Background: an optimization exercise with open tools, aiming at small area. Do not read the settings as production practice. RTL that was checked went through simulation tests only; none was proved equivalent to the original. Power figures rest on the tool's default switching activity, not on a simulated workload.

## ats_timer_array
module ats_timer_array #(
    parameter int unsigned NUM_CLOCKS = 16,
    parameter int unsigned NUM_ALARMS = 24,
    parameter int unsigned CNT_W      = 16,
    parameter int unsigned PULSE_LEN  = 2
) (
    input  logic                  clk,
    input  logic                  reset,
    input  logic                  cmd_valid,
    output logic                  cmd_ready,
    input  logic [31:0]           cmd_data,
    output logic                  rsp_valid,
    output logic                  rsp_ack,
    output logic [NUM_ALARMS-1:0] alarm_pulse,
    output logic [NUM_ALARMS-1:0] alarm_pending,
    input  logic [NUM_ALARMS-1:0] pend_clr,
    output logic                  irq
);
==> module ats_timer_array, before the edit <==
module ats_timer_array #(
    parameter int unsigned NUM_CLOCKS = 16,
    parameter int unsigned NUM_ALARMS = 24,
    parameter int unsigned CNT_W      = 16,
    parameter int unsigned PULSE_LEN  = 2
) (
    input  logic                  clk,
    input  logic                  reset,
    input  logic                  cmd_valid,
    output logic                  cmd_ready,
    input  logic [31:0]           cmd_data,
    output logic                  rsp_valid,
    output logic                  rsp_ack,
    output logic [NUM_ALARMS-1:0] alarm_pulse,
    output logic [NUM_ALARMS-1:0] alarm_pending,
    input  logic [NUM_ALARMS-1:0] pend_clr,
    output logic                  irq
);
    localparam int NC = 16;
    localparam int NA = 24;
    localparam int W  = 16;
    localparam logic [2:0] OP_NOP     = 3'b000;
    localparam logic [2:0] OP_SET_CLK = 3'b001;
    localparam logic [2:0] OP_CLK_EN  = 3'b010;
    localparam logic [2:0] OP_MODE    = 3'b011;
    localparam logic [2:0] OP_SET_ALM = 3'b101;
    localparam logic [2:0] OP_SET_TMR = 3'b110;
    localparam logic [2:0] OP_ALM_EN  = 3'b111;
    logic [2:0]   pre;
    logic         active, clk_lock, alm_lock;
    logic [W-1:0] cnt   [NC];
    logic [1:0]   rate  [NC];
    logic [NC-1:0] clk_en;
    logic [W-1:0] dst  [NA];
    logic [3:0]   aclk  [NA];
    logic [NA-1:0] alm_en, alm_rep, pc;
    logic [NA-1:0] pend;          
    logic         wl_q;           
    logic         rst_q;          
    logic [W-1:0] xd;
    logic [2:0]   op;
    logic [3:0]   c_idx, ref_clk;
    logic [4:0]   a_idx;
    logic [W-1:0] cmd_val;
    logic         cmd_ok, cmd_acc, cmd_do;
    assign op      = cmd_data[31:29];
    assign c_idx   = cmd_data[28:25];
    assign a_idx   = cmd_data[28:24];
    assign ref_clk = cmd_data[19:16];
    assign cmd_val = cmd_data[W-1:0];
    assign cmd_acc = cmd_valid && cmd_ready;
    assign cmd_do  = cmd_acc && cmd_ok && !reset;
    logic a_idx_ok;
    assign a_idx_ok = (a_idx < 5'd24);
    always_comb begin
        case (op)
            OP_NOP, OP_MODE:       cmd_ok = 1'b1;
            OP_SET_CLK, OP_CLK_EN: cmd_ok = !clk_lock;
            OP_SET_TMR:            cmd_ok = a_idx_ok && !alm_lock && (cmd_val != '0);
            OP_SET_ALM, OP_ALM_EN: cmd_ok = a_idx_ok && !alm_lock;
            default:               cmd_ok = 1'b0;
        endcase
    end
    logic do_setclk, do_clken, do_mode, do_alm, do_almld;
    assign do_setclk = cmd_do && (op == OP_SET_CLK);
    assign do_clken  = cmd_do && (op == OP_CLK_EN);
    assign do_mode   = cmd_do && (op == OP_MODE);
    assign do_alm    = cmd_do && op[2];
    assign do_almld  = do_alm && (op[1:0] != 2'b11);
    logic [2:0]    pre_d;
    logic          active_d;
    logic [3:0]    tick_d;
    logic [1:0]    rate_d [NC];
    logic [NC-1:0] clk_step, clk_set, en_d, step_d;
    assign pre_d    = reset ? 3'd0 : (active ? pre + 3'd1 : pre);
    assign active_d = reset || (do_mode ? cmd_data[28] : active);
    assign tick_d   = {&pre_d, &pre_d[1:0], pre_d[0], 1'b1};
    always_comb begin
        for (int c = 0; c < NC; c++) begin
            clk_set[c] = do_setclk && (c_idx == 4'(c));
            if (reset) begin
                rate_d[c] = '0;
                en_d[c]   = 1'b0;
            end else if (clk_set[c]) begin
                rate_d[c] = cmd_data[23:22];
                en_d[c]   = 1'b1;
            end else begin
                rate_d[c] = rate[c];
                en_d[c]   = (do_clken && (c_idx == 4'(c))) ? cmd_data[23] : clk_en[c];
            end
            step_d[c] = active_d && en_d[c] && tick_d[rate_d[c]];
        end
    end
    logic [3:0]   msel;
    logic [W-1:0] mcnt, sub_b, x, xr;
    logic         x_cin;
    assign msel  = op[2] ? ref_clk : c_idx;
    always_comb begin
        mcnt = '0;
        for (int c = 0; c < NC; c++)
            if (msel == 4'(c)) mcnt = cnt[c];
    end
    assign sub_b = (op[2:1] == 2'b11) ? '0 : mcnt;
    assign x_cin = !clk_step[msel];
    assign x     = cmd_val + ~sub_b + W'(x_cin);
    assign xr    = reset ? '0 : (op[2] ? x : ~x);
    logic [NA-1:0] fire, wr;
    logic [W-1:0]  xdn;
    assign xdn = ~xd;
    for (genvar i = 0; i < NA; i++) begin : g_alm
        logic         nst, ld, pw, pa, fe;
        logic [3:0]   aclk_d;
        logic [W-1:0] sum;
        assign nst    = !clk_step[aclk[i]];
        assign aclk_d = reset ? 4'd0 :
                        (wr[i] && (op[1:0] != 2'b11)) ? ref_clk : aclk[i];
        assign pw    = wl_q && pend[i];
        assign pa    = pend[i];
        assign ld    = do_setclk && (aclk[i] == c_idx);
        assign wr[i] = do_alm && (a_idx == 5'(i));
        assign fe = alm_en[i] && !nst && !ld && !wr[i];
        ats_timer_array_dsum u_sum (
            .d(dst[i]), .xdn(xdn), .pw(pw), .pa(pa), .nst(nst), .fe(fe),
            .sum(sum), .fire(fire[i])
        );
        always_ff @(posedge clk) begin
            dst[i]  <= sum;
            aclk[i] <= aclk_d;
            if (reset) begin
                alm_en[i]  <= 1'b0;
                alm_rep[i] <= 1'b0;
            end else if (wr[i]) begin
                if (op[1:0] != 2'b11) begin
                    alm_en[i]  <= 1'b1;
                    alm_rep[i] <= !op[1] && cmd_data[23];
                end else begin
                    alm_en[i]  <= cmd_data[23];
                end
            end else if (fire[i] && !alm_rep[i]) begin
                alm_en[i] <= 1'b0;
            end
            pc[i]          <= !reset && fire[i];
            pend[i]        <= reset || ld || (do_almld && (a_idx == 5'(i)));
            alarm_pulse[i] <= !reset && (fire[i] || (pc[i] && !wr[i]));
            if (reset)              alarm_pending[i] <= 1'b0;
            else if (fire[i])       alarm_pending[i] <= 1'b1;
            else if (pend_clr[i])   alarm_pending[i] <= 1'b0;
        end
    end
    logic [W-1:0] valr;
    assign valr = reset ? '0 : cmd_val;
    for (genvar c = 0; c < NC; c++) begin : g_clk
        logic [W-1:0] cnt_d;
        ats_timer_array_cnext u_next (
            .cnt(cnt[c]), .step(clk_step[c]), .ld(reset || clk_set[c]),
            .val(valr), .nxt(cnt_d)
        );
        always_ff @(posedge clk) begin
            cnt[c]      <= cnt_d;
            rate[c]     <= rate_d[c];
            clk_en[c]   <= en_d[c];
            clk_step[c] <= step_d[c];
        end
    end
    always_ff @(posedge clk) begin
        pre    <= pre_d;
        active <= active_d;
        if (reset) begin
            clk_lock  <= 1'b0;
            alm_lock  <= 1'b0;
            rsp_valid <= 1'b0;
            rsp_ack   <= 1'b0;
        end else begin
            rsp_valid <= cmd_acc;
            rsp_ack   <= cmd_acc && cmd_ok;
            if (do_mode) begin
                clk_lock <= cmd_data[27];
                alm_lock <= cmd_data[26];
            end
        end
        rst_q  <= reset;
        wl_q   <= reset || do_almld;
        xd     <= xr;
    end
    assign irq       = |alarm_pending;
    assign cmd_ready = !rst_q;
endmodule
==> flow/config.mk <==
export PLATFORM = sky130hd
export DESIGN_NAME = ats_timer_array
export DESIGN_NICKNAME = ats_timer_array
export VERILOG_FILES = /design/flow/design.v
export SDC_FILE = /design/flow/constraint.sdc
export NUM_CORES = 8
export LEC_CHECK = 0
export ABC_AREA = 1
export CAP_MARGIN = 20
export CORE_MARGIN = 2
export CORE_UTILIZATION = 55
export CTS_BUF_LIST = sky130_fd_sc_hd__clkbuf_8
export CTS_CLUSTER_DIAMETER = 50
export CTS_CLUSTER_SIZE = 12
export PLACE_DENSITY = 0.7
export SLEW_MARGIN = 20
==> flow/constraint.sdc <==
create_clock -name core_clock -period 9.0 [get_ports {clk}]
set_input_delay 1.8000 -clock core_clock [delete_from_list [all_inputs] [get_ports {clk}]]
set_output_delay 1.8000 -clock core_clock [all_outputs]
set_load 0.01 [all_outputs]
standard.sh (not shown) runs the stock make flow with config.mk's settings and CLKGATE_MAP_FILE= SYNTH_SCRIPT=/design/flow/synth_recipe.tcl, a recipe that flattens the netlist after the stock synthesis.
==> flow/flow/run.sh <==
#!/bin/bash
# Layout flow:
#  1. the standard synthesis, run on the design with the RTL bodies of the
#     two arithmetic helper modules (ats_timer_array_dsum, _cnext) replaced by
#     the cell-level versions in cells.v (same ports, same function; they hold
#     no registers, so the registers are those of the standard synthesis);
#  2. the rest of the combinational logic re-mapped for area by ABC (registers,
#     adder cells, tie cells and the helper modules' cells are kept as they are),
#     with a few ABC scripts, keeping the smallest result;
#  3. the standard layout from floorplan on, with the clock tree built from
#     clkbuf_8 without dummy loads.
set -euo pipefail
here=$(pwd)
fl=$here/flow
res=$here/orfs/results/$FLOW_PLATFORM/ats_timer_array/base
lib=$FLOW_HOME/platforms/$FLOW_PLATFORM/lib/sky130_fd_sc_hd__tt_025C_1v80.lib

python3 $fl/swap.py $FLOW_DESIGN $fl/cells.v $here/design_cells.v > swap.log 2>&1
bash standard.sh VERILOG_FILES=$here/design_cells.v synth > synth.log 2>&1

cp $res/1_2_yosys.v $here/1_2_yosys.standard.v
outs=""
for s in $fl/remap_*.abc; do
  n=$(basename $s .abc)
  REMAP_IN=$here/1_2_yosys.standard.v REMAP_OUT=$here/1_2_yosys.$n.v \
  REMAP_LIB=$lib REMAP_TOP=$FLOW_TOP REMAP_DONT_USE="$(cat $fl/dont_use.txt)" \
  REMAP_SCRIPT=$s REMAP_KEEP='*u_*' REMAP_KEEP_CELLS=$fl/keep_cells.v \
    yosys -c $fl/remap.tcl > $n.log 2>&1 &
  outs="$outs $here/1_2_yosys.$n.v"
done
wait
best=$(python3 $fl/pick.py $outs 2> pick.log)
echo "picked $best" >> pick.log
cp $best $res/1_2_yosys.v
rm -f $res/1_synth.odb $res/1_synth.sdc

bash standard.sh VERILOG_FILES=$here/design_cells.v \
  "CTS_ARGS=-sink_clustering_enable -repair_clock_nets -sink_clustering_size 16 -sink_clustering_max_diameter 70 -buf_list sky130_fd_sc_hd__clkbuf_8 -dont_use_dummy_load" \
  "BUFFER_PORTS_ARGS=-buffer_cell sky130_fd_sc_hd__buf_1" \
  finish > layout.log 2>&1
Other scripts of this flow, unchanged in this note and not shown: flow/flow/cells.v, flow/flow/dont_use.txt, flow/flow/keep_cells.v, flow/flow/pick.py, flow/flow/remap.tcl, flow/flow/remap_n4.abc, flow/flow/remap_p3.abc, flow/flow/remap_p6.abc, flow/flow/remap_q1.abc, flow/flow/remap_q3.abc, flow/flow/swap.py
==> next run, changes <==
--- a/flow/design.v
+++ b/flow/design.v
@@ -111,7 +111,6 @@
         logic         nst, ld, pw, pa, fe;
         logic [3:0]   aclk_d;
         logic [W-1:0] sum;
-        assign nst    = !clk_step[aclk[i]];
         assign aclk_d = reset ? 4'd0 :
                         (wr[i] && (op[1:0] != 2'b11)) ? ref_clk : aclk[i];
         assign pw    = wl_q && pend[i];
@@ -126,6 +125,7 @@
         always_ff @(posedge clk) begin
             dst[i]  <= sum;
             aclk[i] <= aclk_d;
+            nst     <= !step_d[aclk_d];
             if (reset) begin
                 alm_en[i]  <= 1'b0;
                 alm_rep[i] <= 1'b0;
Outcome:
- synthesized area rose by 0.51%
- non-clock buffer count fell by 64
- final area fell by 1.2%
- combinational power fell by about 3%
- die area rose by 0.50%
- total power hardly moves
- first-iteration DRC count rose by 6.0%
- routed wire length hardly moves
- utilization fell by 1.5 points
- maximum frequency rose by 2.0%
- global-route usage fell by 0.28 points
The RTL of the first run of this note was laid out without a check of its function.

## afterwards: timing with drivers on the ports
No port has a modelled driver above. Below, the same layouts with a new extraction and two added sets of constraints.
Step 1 (the two cells are an assumption about what drives the block):
set clk [get_ports {clk}]
set_driving_cell -lib_cell sky130_fd_sc_hd__clkbuf_16 $clk
set_driving_cell -lib_cell sky130_fd_sc_hd__buf_2 [delete_from_list [all_inputs] $clk]
Step 2 adds t to the input delays and takes it off the output delays; t is the mean of the earliest and latest rising clock arrival at the registers after step 1. Input paths then give back, and output paths get back, about the clock's delay inside the block.
Three values: no drivers, after step 1, after step 2; two values: the first two.
run | t, ns | setup WS [ns] | worst register clock-pin slew, ns | worst slew at a driven data input, ns
the first run | 0.777 | 0.195 / 0.195 / 0.195 | 0.11 / 0.11 | 0.13
the second run | 0.774 | 0.367 / 0.367 / 0.367 | 0.11 / 0.11 | 0.15
After both steps every run listed still meets setup and hold.
